This design comes from an exercise in tuning for small area on the open sky130 flow, not from production work. Function was not checked in any run shown here: the RTL went through the layout flow alone.

--- design/flow/config.mk ---
export PLATFORM = sky130hd
export DESIGN_NAME = conv_top
export DESIGN_NICKNAME = conv_top
export VERILOG_FILES = /design/flow/design.v
export SDC_FILE = /design/flow/constraint.sdc
export NUM_CORES = 4
export LEC_CHECK = 0
export ABC_AREA = 1
export CAP_MARGIN = 20
export CORE_MARGIN = 2
export CORE_UTILIZATION = 55
export CTS_CLUSTER_DIAMETER = 50
export CTS_CLUSTER_SIZE = 10
export SLEW_MARGIN = 20
--- design/flow/constraint.sdc ---
create_clock -name core_clock -period 12.5 [get_ports {clk}]
set_input_delay 2.5000 -clock core_clock [delete_from_list [all_inputs] [get_ports {clk}]]
set_output_delay 2.5000 -clock core_clock [all_outputs]
set_load 0.01 [all_outputs]
--- design/flow/design.v ---
`default_nettype none
package conv_pkg;
    localparam int PIX_W    = 20;    
    localparam int FRAC_W   = 16;
    localparam int ACC_W    = 40;    
    localparam int ADDR_W   = 12;    
    localparam int NUM_TAPS = 9;     
    typedef logic signed [PIX_W-1:0] pix_t;
    function automatic logic [PIX_W-1:0] kernel_w(input logic kernel, input logic [3:0] index);
        logic [PIX_W-1:0] w;
        case ({kernel, index})
            5'h00: w = 20'h0A89E;  5'h01: w = 20'h092D5;  5'h02: w = 20'h06D43;
            5'h03: w = 20'h01004;  5'h04: w = 20'hF8F71;  5'h05: w = 20'hF6E54;
            5'h06: w = 20'hFA6D7;  5'h07: w = 20'hFC834;  5'h08: w = 20'hFAC19;
            5'h10: w = 20'hFDB55;  5'h11: w = 20'h02992;  5'h12: w = 20'hFC994;
            5'h13: w = 20'h050FD;  5'h14: w = 20'h02F20;  5'h15: w = 20'h0202D;
            5'h16: w = 20'h03BD7;  5'h17: w = 20'hFD369;  5'h18: w = 20'h05E68;
            default: w = '0;
        endcase
        kernel_w = w;
    endfunction
    function automatic logic [PIX_W-1:0] kernel_bias(input logic kernel);
        kernel_bias = kernel ? 20'hF7295 : 20'h01310;
    endfunction
    localparam logic [2:0] SEL_NONE  = 3'd0;
    localparam logic [2:0] SEL_L0_K0 = 3'd1;    
    localparam logic [2:0] SEL_L0_K1 = 3'd2;
    localparam logic [2:0] SEL_L1_K0 = 3'd3;    
    localparam logic [2:0] SEL_L1_K1 = 3'd4;
    typedef struct packed {
        pix_t       pixel;    
        logic [3:0] index;    
        logic       valid;
        logic       first;    
        logic       last;     
    } tap_t;
    typedef struct packed {
        pix_t              data;
        logic [ADDR_W-1:0] waddr;
        logic              kernel;
        logic              valid;
    } pool_t;
endpackage
`default_nettype wire
`default_nettype none
module conv_mac
#(
    parameter int          ACCW = 25,
    parameter logic [19:0] BC   = '0      
) (
    input  wire        clk,
    input  wire [19:0] x,
    input  wire        en,       
    input  wire        neg,      
    input  wire        bias,     
    input  wire        clr,      
    input  wire        sh,       
    output logic [19:0] res
);
    logic [ACCW-1:0] acc;
    logic [19:0]     xo;
    logic [ACCW-1:0] a, b, s;
    logic [ACCW:0]   c;
    assign xo = (x & {20{en}}) | (BC & {20{bias}});
    always_comb begin
        for (int i = 0; i < ACCW; i++) begin
            a[i] = acc[i] & ~clr;
            b[i] = ((i < 20) ? xo[i] : xo[19]) ^ neg;
        end
        c[0] = neg;
        for (int i = 0; i < ACCW; i++) begin
            s[i]   = a[i] ^ b[i] ^ c[i];
            c[i+1] = (a[i] & b[i]) | (c[i] & (a[i] ^ b[i]));
        end
    end
    always_ff @(posedge clk) begin
        acc <= sh ? {s[ACCW-1], s[ACCW-1:1]} : s;
    end
    assign res = acc[19:0];
endmodule
`default_nettype wire
`default_nettype none
module conv_rom_a (
    input  wire [6:0] c,
    output logic [10:0] o
);
  logic new_n19, new_n20, new_n21, new_n22, new_n23, new_n24, new_n25,
    new_n26, new_n27, new_n28, new_n29, new_n30, new_n31, new_n32, new_n33,
    new_n34, new_n35, new_n36, new_n37, new_n38, new_n39, new_n40, new_n41,
    new_n42, new_n43, new_n44, new_n45, new_n46, new_n47, new_n48, new_n49,
    new_n50, new_n51, new_n52, new_n53, new_n54, new_n55, new_n56, new_n57,
    new_n58, new_n59, new_n60, new_n61, new_n62, new_n63, new_n64, new_n65,
    new_n66, new_n67, new_n68, new_n69, new_n70, new_n72, new_n73, new_n74,
    new_n75, new_n76, new_n78, new_n79, new_n80, new_n81, new_n82, new_n83,
    new_n84, new_n85, new_n86, new_n87, new_n88, new_n89, new_n90, new_n91,
    new_n92, new_n93, new_n94, new_n95, new_n96, new_n97, new_n98, new_n99,
    new_n100, new_n101, new_n102, new_n103, new_n104, new_n105, new_n106,
    new_n107, new_n108, new_n109, new_n110, new_n111, new_n112, new_n113,
    new_n114, new_n115, new_n116, new_n117, new_n118, new_n119, new_n120,
    new_n121, new_n122, new_n124, new_n125, new_n126, new_n127, new_n128,
    new_n129, new_n130, new_n131, new_n132, new_n133, new_n134, new_n135,
    new_n136, new_n137, new_n138, new_n139, new_n140, new_n141, new_n144,
    new_n145, new_n146, new_n147, new_n148, new_n149, new_n150, new_n151,
    new_n152, new_n153, new_n154, new_n155, new_n157, new_n158, new_n159,
    new_n160, new_n161, new_n162, new_n163, new_n166, new_n167, new_n168,
    new_n169, new_n170, new_n171, new_n172, new_n173, new_n174, new_n175;
  assign new_n19 = c[5] & c[4];
  assign new_n20 = c[2] & c[0];
  assign new_n21 = new_n19 & new_n20;
  assign new_n22 = ~c[4] & c[3];
  assign new_n23 = c[1] & ~new_n22;
  assign new_n24 = ~c[2] & ~c[0];
  assign new_n25 = ~new_n23 & new_n24;
  assign new_n26 = ~c[5] & new_n25;
  assign new_n27 = ~new_n21 & ~new_n26;
  assign new_n28 = ~c[4] & c[0];
  assign new_n29 = c[5] & ~c[3];
  assign new_n30 = new_n28 & ~new_n29;
  assign new_n31 = ~c[2] & c[0];
  assign new_n32 = c[5] & c[3];
  assign new_n33 = new_n31 & ~new_n32;
  assign new_n34 = ~new_n30 & new_n33;
  assign new_n35 = ~new_n19 & ~new_n30;
  assign new_n36 = c[1] & ~new_n35;
  assign new_n37 = ~new_n34 & ~new_n36;
  assign new_n38 = new_n27 & new_n37;
  assign new_n39 = c[4] & ~c[3];
  assign new_n40 = ~c[0] & new_n39;
  assign new_n41 = ~c[1] & new_n40;
  assign new_n42 = c[2] & ~c[0];
  assign new_n43 = ~c[3] & new_n42;
  assign new_n44 = ~new_n41 & new_n43;
  assign new_n45 = new_n38 & ~new_n44;
  assign new_n46 = ~c[3] & ~new_n27;
  assign new_n47 = c[1] & c[0];
  assign new_n48 = c[5] & ~c[4];
  assign new_n49 = ~c[2] & new_n48;
  assign new_n50 = ~new_n39 & ~new_n49;
  assign new_n51 = new_n47 & ~new_n50;
  assign new_n52 = ~c[1] & ~c[0];
  assign new_n53 = c[3] & new_n48;
  assign new_n54 = new_n52 & new_n53;
  assign new_n55 = ~c[6] & ~new_n54;
  assign new_n56 = ~new_n51 & new_n55;
  assign new_n57 = ~c[5] & ~new_n40;
  assign new_n58 = ~new_n22 & new_n42;
  assign new_n59 = new_n57 & new_n58;
  assign new_n60 = c[0] & new_n48;
  assign new_n61 = c[2] & c[1];
  assign new_n62 = ~new_n19 & ~new_n22;
  assign new_n63 = new_n61 & ~new_n62;
  assign new_n64 = ~new_n60 & new_n63;
  assign new_n65 = c[3] & ~c[1];
  assign new_n66 = new_n34 & new_n65;
  assign new_n67 = ~new_n64 & ~new_n66;
  assign new_n68 = ~new_n59 & new_n67;
  assign new_n69 = new_n56 & new_n68;
  assign new_n70 = ~new_n46 & new_n69;
  assign o[10] = new_n45 & new_n70;
  assign new_n72 = ~c[3] & ~new_n20;
  assign new_n73 = ~c[5] & ~c[4];
  assign new_n74 = ~new_n61 & new_n73;
  assign new_n75 = new_n72 & new_n74;
  assign new_n76 = c[6] & ~new_n75;
  assign o[9] = ~new_n70 & ~new_n76;
  assign new_n78 = c[1] & new_n19;
  assign new_n79 = c[3] & new_n61;
  assign new_n80 = ~new_n38 & new_n79;
  assign new_n81 = ~c[3] & ~c[1];
  assign new_n82 = new_n24 & new_n81;
  assign new_n83 = ~c[5] & new_n20;
  assign new_n84 = ~new_n82 & ~new_n83;
  assign new_n85 = ~c[4] & ~new_n84;
  assign new_n86 = c[3] & c[1];
  assign new_n87 = new_n24 & ~new_n73;
  assign new_n88 = new_n86 & new_n87;
  assign new_n89 = ~new_n85 & ~new_n88;
  assign new_n90 = ~new_n80 & new_n89;
  assign new_n91 = new_n78 & new_n90;
  assign new_n92 = ~c[3] & c[1];
  assign new_n93 = c[0] & new_n65;
  assign new_n94 = ~new_n92 & ~new_n93;
  assign new_n95 = ~new_n73 & ~new_n94;
  assign new_n96 = new_n73 & new_n86;
  assign new_n97 = ~c[0] & new_n78;
  assign new_n98 = ~new_n96 & ~new_n97;
  assign new_n99 = ~new_n95 & new_n98;
  assign new_n100 = c[2] & ~new_n99;
  assign new_n101 = ~c[2] & new_n57;
  assign new_n102 = ~new_n28 & ~new_n101;
  assign new_n103 = new_n81 & ~new_n102;
  assign new_n104 = ~c[2] & new_n22;
  assign new_n105 = new_n52 & new_n104;
  assign new_n106 = ~new_n51 & ~new_n105;
  assign new_n107 = ~new_n103 & new_n106;
  assign new_n108 = ~new_n100 & new_n107;
  assign new_n109 = ~new_n91 & new_n108;
  assign new_n110 = c[2] & ~c[1];
  assign new_n111 = ~new_n57 & new_n110;
  assign new_n112 = new_n109 & new_n111;
  assign new_n113 = c[0] & new_n96;
  assign new_n114 = ~c[6] & ~new_n113;
  assign new_n115 = new_n90 & new_n114;
  assign new_n116 = new_n48 & new_n92;
  assign new_n117 = ~new_n45 & new_n116;
  assign new_n118 = ~c[2] & new_n117;
  assign new_n119 = new_n45 & new_n51;
  assign new_n120 = ~new_n118 & ~new_n119;
  assign new_n121 = new_n115 & new_n120;
  assign new_n122 = ~new_n112 & new_n121;
  assign o[8] = ~new_n76 & ~new_n122;
  assign new_n124 = c[3] & ~new_n42;
  assign new_n125 = ~new_n92 & ~new_n124;
  assign new_n126 = c[5] & new_n125;
  assign new_n127 = new_n31 & new_n32;
  assign new_n128 = ~new_n41 & ~new_n127;
  assign new_n129 = ~new_n126 & new_n128;
  assign new_n130 = ~c[0] & ~new_n65;
  assign new_n131 = ~new_n93 & ~new_n130;
  assign new_n132 = ~c[5] & ~c[3];
  assign new_n133 = c[4] & c[2];
  assign new_n134 = ~new_n32 & new_n133;
  assign new_n135 = ~new_n132 & new_n134;
  assign new_n136 = ~new_n131 & new_n135;
  assign new_n137 = ~c[4] & new_n31;
  assign new_n138 = ~new_n132 & ~new_n137;
  assign new_n139 = ~new_n81 & ~new_n138;
  assign new_n140 = ~new_n136 & ~new_n139;
  assign new_n141 = new_n129 & new_n140;
  assign o[7] = new_n115 & new_n141;
  assign o[6] = ~c[6] & ~new_n109;
  assign new_n144 = new_n78 & new_n109;
  assign new_n145 = ~c[1] & ~new_n20;
  assign new_n146 = new_n22 & ~new_n61;
  assign new_n147 = ~new_n145 & new_n146;
  assign new_n148 = c[4] & ~c[1];
  assign new_n149 = ~new_n31 & new_n148;
  assign new_n150 = new_n125 & new_n149;
  assign new_n151 = ~new_n147 & ~new_n150;
  assign new_n152 = ~c[5] & ~new_n151;
  assign new_n153 = new_n44 & new_n126;
  assign new_n154 = ~c[6] & ~new_n153;
  assign new_n155 = ~new_n152 & new_n154;
  assign o[5] = ~new_n144 & new_n155;
  assign new_n157 = c[3] & new_n148;
  assign new_n158 = ~new_n144 & ~new_n157;
  assign new_n159 = c[5] & c[2];
  assign new_n160 = ~new_n158 & new_n159;
  assign new_n161 = new_n75 & new_n84;
  assign new_n162 = ~c[6] & ~new_n161;
  assign new_n163 = ~new_n117 & new_n162;
  assign o[2] = ~new_n160 & new_n163;
  assign o[4] = new_n144 & o[2];
  assign new_n166 = ~new_n25 & ~new_n54;
  assign new_n167 = new_n47 & new_n132;
  assign new_n168 = ~new_n137 & new_n167;
  assign new_n169 = ~new_n113 & ~new_n168;
  assign new_n170 = new_n166 & new_n169;
  assign new_n171 = c[0] & new_n29;
  assign new_n172 = ~new_n49 & ~new_n171;
  assign new_n173 = ~new_n47 & ~new_n172;
  assign new_n174 = ~new_n136 & ~new_n173;
  assign new_n175 = new_n170 & new_n174;
  assign o[3] = ~c[6] & ~new_n175;
  assign o[1] = o[8] & new_n157;
  assign o[0] = new_n75 & new_n162;
endmodule
`default_nettype wire
`default_nettype none
module conv_rom_b (
    input  wire [6:0] c,
    output logic [7:0] o
);
  logic new_n16, new_n17, new_n18, new_n19, new_n20, new_n21, new_n22,
    new_n23, new_n24, new_n25, new_n26, new_n27, new_n28, new_n29, new_n30,
    new_n31, new_n32, new_n33, new_n34, new_n35, new_n36, new_n37, new_n38,
    new_n39, new_n40, new_n41, new_n42, new_n43, new_n44, new_n45, new_n47,
    new_n48, new_n49, new_n50, new_n51, new_n52, new_n53, new_n54, new_n55,
    new_n56, new_n57, new_n59, new_n60, new_n61, new_n62, new_n63, new_n64,
    new_n65, new_n67, new_n69, new_n71;
  assign new_n16 = c[5] & c[4];
  assign new_n17 = ~c[0] & new_n16;
  assign new_n18 = ~c[5] & ~c[4];
  assign new_n19 = c[2] & ~c[0];
  assign new_n20 = ~new_n18 & new_n19;
  assign new_n21 = ~new_n16 & ~new_n20;
  assign new_n22 = ~new_n17 & ~new_n21;
  assign new_n23 = ~c[3] & new_n22;
  assign new_n24 = c[1] & ~new_n23;
  assign new_n25 = ~c[2] & c[0];
  assign new_n26 = ~new_n19 & ~new_n25;
  assign new_n27 = ~c[5] & c[4];
  assign new_n28 = new_n26 & ~new_n27;
  assign new_n29 = ~new_n26 & new_n27;
  assign new_n30 = ~new_n28 & ~new_n29;
  assign new_n31 = ~c[4] & ~new_n20;
  assign new_n32 = new_n30 & ~new_n31;
  assign new_n33 = c[3] & ~new_n22;
  assign new_n34 = new_n32 & new_n33;
  assign new_n35 = new_n24 & ~new_n34;
  assign new_n36 = ~c[3] & c[0];
  assign new_n37 = ~new_n30 & new_n36;
  assign new_n38 = c[5] & new_n25;
  assign new_n39 = ~c[6] & ~c[5];
  assign new_n40 = ~c[3] & ~new_n39;
  assign new_n41 = new_n19 & ~new_n40;
  assign new_n42 = ~new_n38 & ~new_n41;
  assign new_n43 = ~c[4] & ~new_n42;
  assign new_n44 = ~c[1] & ~new_n43;
  assign new_n45 = ~new_n37 & new_n44;
  assign o[7] = ~new_n35 & ~new_n45;
  assign new_n47 = ~c[1] & new_n32;
  assign new_n48 = ~c[3] & ~new_n47;
  assign new_n49 = ~new_n20 & new_n30;
  assign new_n50 = ~c[1] & ~new_n16;
  assign new_n51 = ~new_n49 & new_n50;
  assign new_n52 = ~c[5] & c[0];
  assign new_n53 = ~new_n16 & ~new_n52;
  assign new_n54 = c[1] & ~new_n53;
  assign new_n55 = new_n30 & new_n54;
  assign new_n56 = c[3] & ~new_n55;
  assign new_n57 = ~new_n51 & new_n56;
  assign o[6] = ~new_n48 & ~new_n57;
  assign new_n59 = c[6] & ~c[3];
  assign new_n60 = new_n18 & new_n59;
  assign new_n61 = ~c[2] & new_n60;
  assign new_n62 = c[1] & ~c[0];
  assign new_n63 = new_n61 & new_n62;
  assign new_n64 = new_n22 & new_n26;
  assign new_n65 = new_n24 & new_n64;
  assign o[1] = ~new_n63 & ~new_n65;
  assign new_n67 = ~c[1] & new_n60;
  assign o[3] = ~new_n26 & new_n67;
  assign new_n69 = new_n61 & ~new_n62;
  assign o[4] = ~o[3] & new_n69;
  assign new_n71 = ~c[2] & new_n67;
  assign o[2] = ~new_n65 & ~new_n71;
  assign o[0] = new_n19 & new_n67;
  assign o[5] = ~o[1];
endmodule
`default_nettype wire
`default_nettype none
module conv_top
#(
    parameter int IMG_BITS = 6    
) (
    input  wire               clk,
    input  wire               rst,
    input  wire               ready,
    input  wire [19:0]        idata,
    input  wire [19:0]        cdata_rd,
    output logic              busy,
    output logic              cwr,
    output logic              crd,
    output logic [11:0]       iaddr,
    output logic [11:0]       caddr_wr,
    output logic [11:0]       caddr_rd,
    output logic [19:0]       cdata_wr,
    output logic [2:0]        csel
);
    localparam int ACCW = 24;
    logic [7-1:0]     cyc;        
    logic [11:0]     pix;        
    logic            flag;       
    logic rm, rp, cm, cp, ng0, nz0, bs0, ng1, nz1, bs1, clr;
    logic sh0, sh1, wr, rd, pw, kb, pb, lc;
    logic [11-1:0] rom_a, ctl;
    logic [8-1:0] rom_b;
    logic [7-1:0] cyc_nx;
    conv_rom_a u_rom_a (.c (cyc_nx), .o (rom_a));
    conv_rom_b u_rom_b (.c (cyc), .o (rom_b));
    assign {rm, rp, cm, cp, ng0, nz0, bs0, ng1, nz1, bs1, clr} = ctl;
    assign {sh0, sh1, wr, rd, pw, kb, pb, lc} = rom_b;
    logic [12:0]     pc;         
    logic [11:0]     pix_inc;
    logic [7:0]   cc;         
    logic [7-1:0] cyc_inc;
    always_comb begin
        pc[0] = lc;
        for (int i = 0; i < 12; i++) begin
            pix_inc[i] = pix[i] ^ pc[i];
            pc[i+1]    = pix[i] & pc[i];
        end
        cc[0] = 1'b1;
        for (int i = 0; i < 7; i++) begin
            cyc_inc[i] = cyc[i] ^ cc[i];
            cc[i+1]    = cyc[i] & cc[i];
        end
    end
    always_ff @(posedge clk or posedge rst) begin
        if (rst)
            busy <= 1'b0;
        else if (busy)
            busy <= !(lc && pc[12]);
        else
            busy <= ready;
    end
    assign cyc_nx = (busy && !lc) ? cyc_inc : '0;
    always_ff @(posedge clk) begin
        cyc <= cyc_nx;
        ctl <= rom_a;
        pix <= busy ? pix_inc : 12'd0;
    end
    logic [5:0] row, col, nrow, ncol;
    logic [6:0] rt, ct;
    logic       pad;
    assign row = {pix[11:7], pix[1]};
    assign col = {pix[6:2],  pix[0]};
    always_comb begin
        rt[0] = rm | rp;
        ct[0] = cm | cp;
        for (int i = 0; i < 6; i++) begin
            nrow[i]  = row[i] ^ rt[i];
            ncol[i]  = col[i] ^ ct[i];
            rt[i+1]  = rt[i] & (row[i] ^ rm);
            ct[i+1]  = ct[i] & (col[i] ^ cm);
        end
    end
    assign pad   = rt[6] | ct[6];    
    assign iaddr = {nrow, ncol};
    logic        en0, en1;
    logic [19:0] res0, res1;
    assign en0 = nz0 & ~pad;
    assign en1 = nz1 & ~pad;
    conv_mac #(.ACCW(ACCW), .BC(20'h02621)) u_mac0 (
        .clk (clk), .x (idata), .en (en0), .neg (ng0), .bias (bs0),
        .clr (clr), .sh (sh0), .res (res0)
    );
    conv_mac #(.ACCW(ACCW), .BC(20'hEE52B)) u_mac1 (
        .clk (clk), .x (idata), .en (en1), .neg (ng1), .bias (bs1),
        .clr (clr), .sh (sh1), .res (res1)
    );
    logic [19:0] res;
    logic [18:0] val;
    logic [19:0] gc;             
    assign res = kb ? res1 : res0;
    assign val = res[19] ? 19'd0 : res[18:0];        
    always_comb begin
        gc[0] = 1'b0;
        for (int i = 0; i < 19; i++)
            gc[i+1] = (val[i] & ~cdata_rd[i]) | (gc[i] & (val[i] | ~cdata_rd[i]));
    end
    always_ff @(posedge clk) begin
        if (rd)
            flag <= gc[19] || (pix[1:0] == 2'd0);    
    end
    assign cwr      = busy && (wr || (pw && flag));
    assign crd      = busy && rd;
    assign csel     = {pb & kb, pb ^ kb, ~kb};
    assign caddr_rd = {2'b00, pix[11:7], pix[6:2]};
    assign caddr_wr = pb ? caddr_rd : {pix[11:7], pix[1], pix[6:2], pix[0]};
    assign cdata_wr = {1'b0, val};
endmodule
`default_nettype wire
--- design/flow/flow/run.sh ---
#!/bin/bash
set -euo pipefail
rm -rf scripts_area
cp -r "$FLOW_HOME/scripts" scripts_area
cp flow/abc_area.script scripts_area/abc_area.script
export BUFFER_PORTS_ARGS="-buffer_cell sky130_fd_sc_hd__buf_1"
bash standard.sh ABC_AREA=1 SCRIPTS_DIR="$PWD/scripts_area" > standard.log 2>&1
--- design/flow/flow/abc_area.script ---
strash
dch -f
map -a
topo
--- design/flow/standard.sh ---
#!/bin/bash
# synth_recipe.tcl (not shown) runs the flow's synth.tcl, then flattens the netlist and writes it again
# the make line also repeats each setting of config.mk as NAME=value (left out here)
make -C /OpenROAD-flow-scripts/flow DESIGN_CONFIG=/design/flow/config.mk WORK_HOME=/design/flow/orfs CLKGATE_MAP_FILE= SYNTH_SCRIPT=/design/flow/synth_recipe.tcl "${@:-finish}"
==> results.yml, run 1 <==
placed_design:
  place.detailed.hpwl_um: 11920
  post-place-ws_ns: 0.1324
  gp_congestion: 0.8918
  port_buffers: 100
status:
  outcome: "timing/DRC/antenna clean"
setup_path:
  setup.worst_path.class: "primary input to flip-flop"
  crit_required_ns: 12.74
  crit_fanout: 3
  cpMostUsedCell: "fa_1"
  crit_path_end: "u_mac1.acc[22]"
  reg2reg_to: "u_mac0.acc[22]"
  reg2reg_from: "ctl[10]"
  end_kind: "flip-flop"
  rrSetupSlack_ns: 0.60
  startpoint: "idata[0]"
  cp.arrival_ns: 12.31
  cpPeakStageDelay_ns: 0.46
  start_kind: "primary input"
  worstRegToRegCells: 40
  critPathSlowestCell: "fa_1"
synthesis:
  synth_most_common_cell: "nand2_1"
  seq_area_frac_synth: 0.2672
  async_reset_ff_frac: 0.01250
  synth.top_cell.area_share: 0.2581
  ys_ff_latch: 80
  yosysWarningCount: 3
  synth_ff_type: "dfxtp_1"
  syn_avg_cell_area_um2: 7.776
  synth_area_um2: 6050
  synth.distinct_cells: 36
  yosys-top-cells-area: "dfxtp_1 (26%), fa_1 (15%), nand2_1 (9.7%)"
  synthCells: 778
  synth-edff-count: 1
  yosys-top-cells-count: "nand2_1 (157), clkinv_1 (112), nor2_1 (90)"
  synth.largest_area_cell: "dfxtp_1"
clock_tree:
  cts_hold_buf: 0
  htree_levels: 3
  cts-root-buf: "clkbuf_8"
  clkLatencyLatePin_ns: 0.37
  cts.reportedPaths.clkPinSlew_ns: 0.08
  numCtsBuffers: 9
  cts_setup_buffers: 0
  cts_tree: "done"
  cts-resized-gates: 0
  cts_buffer_depth: 2
  cts_sinks: 80
sta:
  min_period_ns: 12.07
  worst-slew-pin-transition_ns: 0.9129
  slew_headroom: 0.3878
  slew_viol_final: 0
  fin_crit_sh: 0.9652
  setup-violations-final: 0
  hold_violations: 0
  rsz0062_at_grt: "no"
  tns_ns: 0
  fin_skew_ns: 0.01193
  worst_slack_ns: 0.4345
  max_freq_mhz: 82.88
drt:
  antenna_left: 0
  drt_iter0_drc: 320
  top_layer_used: "met4"
  drc: 0
  first_pass_iters: 6
  routedWlPerCell_um: 14.98
  vias_per_cell: 5.347
  wl_met1_um: 6382
  wl_met2_um: 7742
  drt_wl_total_um: 15430
  wl_met3_um: 899
  vias: 5507
layout:
  drive_above_1_share: 0.02809
  area_growth_pct: 11.31
  nets: 995
  num-fill-cells: 992
  multi_input_area_um2: 3929
  ff_latch_area_um2: 1617
  antenna_cells: 0
floorplanning:
  io_pins: 105
  die_w_um: 108.9
  die-area_um2: 11850
  start_util: 0.5605
  die_h_um: 108.9
  rows: 38
  core_um2: 10790
global_routing:
  antenna_found_initial: 0
  groute.usage.overall: 0.2770
  grt_pass1_wl_um: 25510
  grt_pass1_vias: 5468
  grt_max_degree: 40
  grt.overflow.total: 0
hold_path:
  min_from: "busy"
  hp-class: "flip-flop to flip-flop"
run:
  maxCapViolCount: 0
stage by stage:
| stage | util | hold WS [ns] | instance area [um^2] | std cells |
|---|---|---|---|---|
| after floorplan | - | 0.5708 | 6057 | 780 |
| after global placement | 0.6091 | 0.5636 | 6574 | 1015 |
| after detailed placement | 0.6091 | 0.5800 | 6574 | 1015 |
| after CTS | 0.6237 | 0.6017 | 6731 | 1030 |
| after global routing | 0.6239 | 0.6683 | 6734 | 1030 |
| final | 0.6239 | 0.6044 | 6734 | 1030 |
metal layers:
metal / up-vias / track usage
met3: 31 / 0.04304
met5: - / 0
met4: 0 / 0.1273
li1: 2715 / -
met2: 193 / 0.4889
met1: 2568 / 0.3299
cells in the final DEF (no fill, tap or decap), drive strengths merged, types with 3 or more instances in the layout:
| cell | Yosys | routed |
|---|---|---|
| nand2 | 157 | 157 |
| clkinv | 112 | 112 |
| buf | 13 | 108 |
| nor2 | 90 | 90 |
| dfxtp | 78 | 78 |
| a21oi | 56 | 56 |
| xor2 | 51 | 51 |
| fa | 44 | 44 |
| o21ai | 43 | 43 |
| mux2i | 36 | 36 |
| ha | 22 | 22 |
| nand3 | 16 | 16 |
| maj3 | 15 | 15 |
| clkbuf | 0 | 14 |
| nor3 | 8 | 8 |
| nor4 | 6 | 6 |
| xnor2 | 4 | 4 |
| and3 | 3 | 3 |
| conb | 1 | 3 |
layout make-up:
cell class	instances	area share
Tap cell	140	0.02601
Clock buffer	14	0.02267
Multi-Input combinational cell	575	0.5834
Inverter	112	0.06243
Timing Repair Buffer	108	0.06466
Clock inverter	1	0.0007432
Sequential cell	80	0.2401
cell families after synthesis:
| logic type | Yosys count | synth area share |
|---|---|---|
| flip-flops | 80 | 0.2672 |
| buffers and inverters | 125 | 0.08562 |
| AO/OA/AOI/OAI | 117 | 0.1051 |
| AND/OR/NAND/NOR | 283 | 0.1864 |
| XOR/XNOR | 55 | 0.07963 |
| multiplexers | 36 | 0.05957 |
| adder cells (fa/ha/maj) | 81 | 0.2159 |
| other | 1 | 0.0006199 |
critical path, delay by kind of cell:
kind	cells	cell delay [ns]
fa+ha+maj	22	8.56
xor+xnor	2	0.38
buf+inv	4	0.34
simple gates	1	0.10
compound gates	3	0.43
state kept, by name, summed over array words and instances, names as in the netlist:
signal	count
busy	1
ctl	11
cyc	7
flag	1
pix	12
u_mac0.acc	24
u_mac1.acc	24
how the worst min path moves through the flow:
stage	to	slack (ns)	cells after the start
2_1_floorplan	u_mac1.acc[0]	0.57	4
3_3_place_gp	busy	0.56	2
3_5_place_dp	busy	0.58	2
4_1_cts	busy	0.60	2
5_1_grt	busy	0.67	2
6_report	busy	0.60	2
==> inputs of run 2 (changes only) <==
--- a/design/flow/config.mk
+++ b/design/flow/config.mk
@@ -10,4 +10,5 @@
 export CORE_MARGIN = 2
 export CORE_UTILIZATION = 55
+export CTS_BUF_LIST = sky130_fd_sc_hd__clkbuf_8
 export CTS_CLUSTER_DIAMETER = 50
 export CTS_CLUSTER_SIZE = 10
==> run 2 against run 1 <==
Register-to-register slack better by 0.05 ns. Synthesized cell count unchanged. Setup slack is essentially flat. Still clean. Final cell count stayed put. Core utilization is the same. Sequential share of layout area unchanged. Critical path depth is the same. Global-route usage unchanged. Via count is 0.40% lower.
==> results.yml, run 2 <==
synthesis:
  async_reset_ff_frac: 0.01250
  synth.distinct_cells: 36
  synth.largest_area_cell: "dfxtp_1"
  synth_most_common_cell: "nand2_1"
  synth_ff_type: "dfxtp_1"
  yosys-top-cells-area: "dfxtp_1 (26%), fa_1 (15%), nand2_1 (9.7%)"
  ys_ff_latch: 80
  yosysWarningCount: 3
  syn_avg_cell_area_um2: 7.776
  synthCells: 778
  synth_area_um2: 6050
  yosys-top-cells-count: "nand2_1 (157), clkinv_1 (112), nor2_1 (90)"
  synth-edff-count: 1
  seq_area_frac_synth: 0.2672
  synth.top_cell.area_share: 0.2581
clock_tree:
  cts-root-buf: "clkbuf_8"
  cts_buffer_depth: 2
  htree_levels: 3
  cts.reportedPaths.clkPinSlew_ns: 0.08
  clkLatencyLatePin_ns: 0.37
  numCtsBuffers: 9
  cts_sinks: 80
  cts_setup_buffers: 0
  cts_tree: "done"
  cts_hold_buf: 0
floorplanning:
  io_pins: 105
  rows: 38
  core_um2: 10790
  die_w_um: 108.9
  start_util: 0.5605
  die_h_um: 108.9
  die-area_um2: 11850
global_routing:
  grt_pass1_wl_um: 25510
  antenna_found_initial: 0
  groute.usage.overall: 0.2770
  grt.overflow.total: 0
  grt_max_degree: 40
  grt_pass1_vias: 5468
layout:
  nets: 995
  fin_util: 0.6239
  ff_latch_area_um2: 1617
  area_growth_pct: 11.31
  antenna_cells: 0
  reg.largest.list: "u_mac0.acc: 24 flops, u_mac1.acc: 24 flops, pix: 12 flops"
  drive_above_1_share: 0.02809
  num-fill-cells: 992
  final_common_cell: "nand2_1"
  multi_input_area_um2: 3929
  most-common-layout-cells: "nand2_1 (156), clkinv_1 (111), buf_1 (100)"
drt:
  vias: 5485
  first_pass_iters: 6
  drc: 0
  antenna_left: 0
  drt_iter0_drc: 302
  drt_wl_total_um: 15420
  routedWlPerCell_um: 14.97
  vias_per_cell: 5.325
hold_path:
  min_path_cells: 2
  hp-class: "flip-flop to flip-flop"
setup_path:
  crit_fanout: 3
  cp.arrival_ns: 12.31
  rrSetupSlack_ns: 0.65
  start_kind: "primary input"
  crit_required_ns: 12.74
  worstRegToRegCells: 40
  end_kind: "flip-flop"
  critPathSlowestCell: "fa_1"
  cpPeakStageDelay_ns: 0.46
  setup.worst_path.class: "primary input to flip-flop"
  cpMostUsedCell: "fa_1"
sta:
  slew_headroom: 0.3914
  fin_skew_ns: 0.01114
  fin_crit_sh: 0.9652
  rsz0062_at_grt: "no"
  tns_ns: 0
  hold_violations: 0
  max_freq_mhz: 82.88
  slew_viol_final: 0
  worst-slew-pin-transition_ns: 0.9076
  min_period_ns: 12.07
  setup-violations-final: 0
placed_design:
  gp_congestion: 0.8918
  port_buffers: 100
  place.detailed.hpwl_um: 11920
status:
  outcome: "timing/DRC/antenna clean"
run:
  maxCapViolCount: 0
-- run 2: changes by cell type in the layout (fill, tap and decap cells not counted), sizes merged --
cell	delta
clkbuf	-4
inv	+4
-- run 2: layout make-up --
class / instances / area share
multi-input cells: 575 / 0.5834
clock inverters: 5 / 0.002973
clock buffers: 10 / 0.02044
repair buffers: 108 / 0.06466
flip-flops and latches: 80 / 0.2401
inverters: 112 / 0.06243
well taps: 140 / 0.02601
-- run 2: worst max-delay path, delay by kind of cell --
family | cells | cell delay (ns)
adders and majority gates | 22 | 8.55
AOI/OAI and AO/OA | 3 | 0.43
xor gates and xnor gates | 2 | 0.38
buffers and inverters | 4 | 0.34
and+or+nand+nor | 1 | 0.10
-- run 2: worst paths after layout --
check | to | from
min in group asynchronous | busy | rst
setup reg to reg | u_mac0.acc[22] | ctl[10]
max in group asynchronous | busy | rst
hold / removal | busy | busy
setup / recovery | u_mac1.acc[22] | idata[0]
hold reg to reg | busy | busy
-- run 2: metrics by stage --
| stage | std cells | instance area (um^2) | worst slack [ns] | hold WS, ns |
|---|---|---|---|---|
| floorplan | 780 | 6057 | 0.6851 | 0.5708 |
| global placement | 1015 | 6574 | 0.2681 | 0.5636 |
| detailed placement | 1015 | 6574 | 0.1324 | 0.5800 |
| CTS | 1030 | 6731 | 0.3683 | 0.6017 |
| global route | 1030 | 6734 | 0.02181 | 0.6684 |
| finish | 1030 | 6734 | 0.4344 | 0.6045 |
-- run 2: per-layer routing --
metal | GRT usage | up-vias | routed length (um)
met5 | 0 | - | 0
met4 | 0.1273 | 0 | 407
met3 | 0.04304 | 31 | 869
met2 | 0.4889 | 188 | 7747
met1 | 0.3299 | 2552 | 6391
li1 | - | 2714 | -
-- run 2: what timing repair did --
action,in CTS,in global routing
setup endpoints to repair,0,3
resized for setup,0,4
hold endpoints to repair,0,0
-- run 2: logic make-up (layout without fill, tap and decap cells) --
kind of cell,after synthesis,after routing,synth area share
other,1,3,0.0006199
buffers and inverters,125,235,0.08562
and+or+nand+nor,283,283,0.1864
xor gates and xnor gates,55,55,0.07963
adders and majority gates,81,81,0.2159
muxes,36,36,0.05957
AOI/OAI and AO/OA,117,117,0.1051
DFF,80,80,0.2672

==> what the ideal ports hide <==
How much do the figures lean on ideal ports? The routed layouts below were timed once more, with nothing changed but the port constraints. Step 1 (the two cells are an assumption about what drives the block):
set clk [get_ports {clk}]
set_driving_cell -lib_cell sky130_fd_sc_hd__clkbuf_16 $clk
set_driving_cell -lib_cell sky130_fd_sc_hd__buf_2 [delete_from_list [all_inputs] $clk]
Step 2, shift: input delay + t, output delay - t, t = (earliest + latest rising clock arrival at the registers) / 2. This alone moves slack from input paths to output paths. Three values: no drivers, after step 1, after step 2; two values: the first two.
run	t, ns	setup slack, ns	worst setup path at the end	pins driven straight from the clock port
run 1	0.398	0.434 / 0.447 / 0.049	input to register	1
run 2	0.398	0.434 / 0.447 / 0.049	input to register	1
After both steps every run listed still meets setup and hold.
